This is an optimization exercise on Yosys and OpenROAD, whose aim is small area, a short achievable clock period and few clock cycles, not a production implementation.
In this exercise RTL edits were held to simulation tests only and were not proved equivalent to the original.

==> flow/design.v (excerpt) <==
module quad_photodiode_stepper_centering (
    input  logic                              aclk,
    input  logic                              aresetn,
    input  logic                              s_tvalid,
    output logic                              s_tready,
    input  logic [qpsc_pkg::IN_DATA_W-1:0]    s_tdata,   
    input  logic                              s_tuser,   
    output logic                              m_tvalid,
    input  logic                              m_tready,
    output logic [qpsc_pkg::OUT_DATA_W-1:0]   m_tdata,   
    input  logic                              cfg_we,
    input  logic [qpsc_pkg::CFG_IDX_W-1:0]    cfg_index,
    input  logic [qpsc_pkg::CFG_W-1:0]        cfg_wdata
);
clock: 12.5 ns
lec_check: 0
cap_margin: 20
core_margin: 2
core_utilization: 70
cts_cluster_diameter: 150
cts_cluster_size: 20
slew_margin: 60
synth_hierarchical: 1
synth_minimum_keep_size: 0
run.sh (not shown) runs the stock make flow with config.mk's settings and CLKGATE_MAP_FILE= SYNTH_SCRIPT=/design/flow/synth_recipe.tcl, a recipe that flattens the netlist after the stock synthesis.
The starting point finished with timing, DRC and antenna clean.
Testbench counts at the start, summed over its fixed seeds: cycles 32,256.
==> next run, changes <==
Settings changed: CTS_CLUSTER_DIAMETER 150 to 200, CTS_CLUSTER_SIZE 20 to 24.
Worst setup slack gets worse by 0.020 ns; wire length is about the same; first-iteration DRC count goes up by 5.5%; maximum frequency drops by about 0.5%.
==> next run, changes <==
Settings changed: CTS_CLUSTER_DIAMETER 200 to 150, CTS_CLUSTER_SIZE 24 to 20, SLEW_MARGIN 60 to 50.
Outcome: Flip-flop and latch count is unchanged. Final cell count barely changes. Maximum frequency rose by 0.39%. Worst hold slack is about the same.
==> next run, changes <==
Settings changed: CORE_UTILIZATION 70 to 60, CTS_CLUSTER_DIAMETER 150 to 200, CTS_CLUSTER_SIZE 20 to 24, SLEW_MARGIN 50 to 60.
Non-clock buffer count climbs by 2. Setup slack degrades by 0.014 ns. Global-route usage drops by 4.2 points. Design area climbs by 0.57%. Utilization drops by 11 points. Via count drops by 2.0%. Clock-buffer cell count drops by 2. Critical path depth climbs by 9.

========
## run A
quad_photodiode_stepper_centering again, from the RTL that the note above started with.
Settings: LEC_CHECK=0, CAP_MARGIN=20, CORE_MARGIN=2, CORE_UTILIZATION=60, CTS_CLUSTER_DIAMETER=150, CTS_CLUSTER_SIZE=20, SLEW_MARGIN=40, SYNTH_HIERARCHICAL=1, SYNTH_MINIMUM_KEEP_SIZE=0; clock period 12.5 ns.
Testbench counts of run A, summed over its fixed seeds: cycles 32,256.
The inputs of run B differ from those of run A as listed below.
-- flow/config.mk --
<<< run A, line 12
export CTS_CLUSTER_SIZE = 20
export SLEW_MARGIN = 40
export SYNTH_HIERARCHICAL = 1
>>> run B, line 12
export CTS_CLUSTER_SIZE = 20
export SLEW_MARGIN = 60
export SYNTH_HIERARCHICAL = 1
## What came out
- NOTE: area of all placed cells without fillers in run B exceeds that of run A
- Run B | status: complete | timing, DRC, antenna: pass
- The run showing the smaller placement-stage worst setup slack is run A.
- Looking at run A and run B, the average wire per cell in the routed design is a wash.
- On met1 track demand over resource, run A tracks run B almost exactly.
- In run B, total global-route track usage is higher than in run A.
- Number of clock sinks seen by CTS: run B vs run A identical
- On area growth from synthesis to final layout: between run A and run B, it ends up higher for run B.
- Worst hold slack: run B higher than run A
- [compare] base=run A new=run B: wire length saw little to no change, register-to-register slack up 0.18 ns.

========
quad_photodiode_stepper_centering again, from the RTL that the note above started with.
==> flow/config.mk <==
export PLATFORM = sky130hd
export DESIGN_NAME = quad_photodiode_stepper_centering
export DESIGN_NICKNAME = quad_photodiode_stepper_centering
export VERILOG_FILES = /design/flow/design.v
export SDC_FILE = /design/flow/constraint.sdc
export NUM_CORES = 4
export LEC_CHECK = 0
export CAP_MARGIN = 20
export CORE_MARGIN = 2
export CORE_UTILIZATION = 60
export CTS_CLUSTER_DIAMETER = 150
export CTS_CLUSTER_SIZE = 20
export SLEW_MARGIN = 80
export SYNTH_HIERARCHICAL = 1
export SYNTH_MINIMUM_KEEP_SIZE = 0
==> flow/constraint.sdc <==
create_clock -name core_clock -period 12.5 [get_ports {aclk}]
set_input_delay 2.5000 -clock core_clock [delete_from_list [all_inputs] [get_ports {aclk}]]
set_output_delay 2.5000 -clock core_clock [all_outputs]
set_load 0.01 [all_outputs]
The first run finished clean.
Testbench counts at the start, summed over its fixed seeds: cycles 32,256.
==> next run, changes <==
- CORE_UTILIZATION: 60 -> 70
- SLEW_MARGIN: 80 -> 70
Worst hold slack got worse by 0.0086 ns.
Via count decreases by 0.49%.
Worst setup slack improves by 0.035 ns.
Global-route usage rises by 3.6 points.
Fmax rises by 0.85%.
Sequential cell count is unchanged.
Cell area is lower by 5.2%.
Cell count is lower by 4.5%.
Wire length shrinks by 3.7%.
Register-to-register slack improved by 0.17 ns.

re-timing with driven ports:
No port has a modelled driver above. Below, the same layouts with a new extraction and two added sets of constraints. Step 1 assumes that a clkbuf_16 drives the clock port and a buf_2 every other input. Step 2 adds t to the input delays and takes it off the output delays; t is the mean of the earliest and latest rising clock arrival at the registers after step 1. Input paths then give back, and output paths get back, about the clock's delay inside the block. a / b / c = no drivers / after step 1 / after step 2; a / b = the first two.
run | t, ns | setup WS [ns] | worst setup path at the end | latest minus earliest clock arrival (ns)
the first run of note 1 | 0.560 | 8.377 / 8.322 / 7.859 | input to register | 0.020 / 0.020
the second run of note 1 | 0.547 | 8.356 / 8.333 / 7.838 | input to register | 0.048 / 0.048
the third run of note 1 | 0.554 | 8.372 / 8.319 / 7.867 | input to register | 0.029 / 0.030
the fourth run of note 1 | 0.540 | 8.358 / 8.339 / 7.848 | input to register | 0.022 / 0.023
run A | 0.551 | 8.157 / 8.185 / 7.634 | input to register | 0.020 / 0.020
run B | 0.563 | 8.348 / 8.299 / 7.830 | input to register | 0.026 / 0.026
the first run of note 3 | 0.567 | 8.325 / 8.325 / 7.835 | input to register | 0.028 / 0.027
the second run of note 3 | 0.554 | 8.360 / 8.329 / 7.836 | input to register | 0.021 / 0.020
After both steps setup and hold are still met in every run listed. The setup slack of the second run of note 3, which loses most, moves by -0.031 ns with the drivers and by -0.524 ns with both steps.
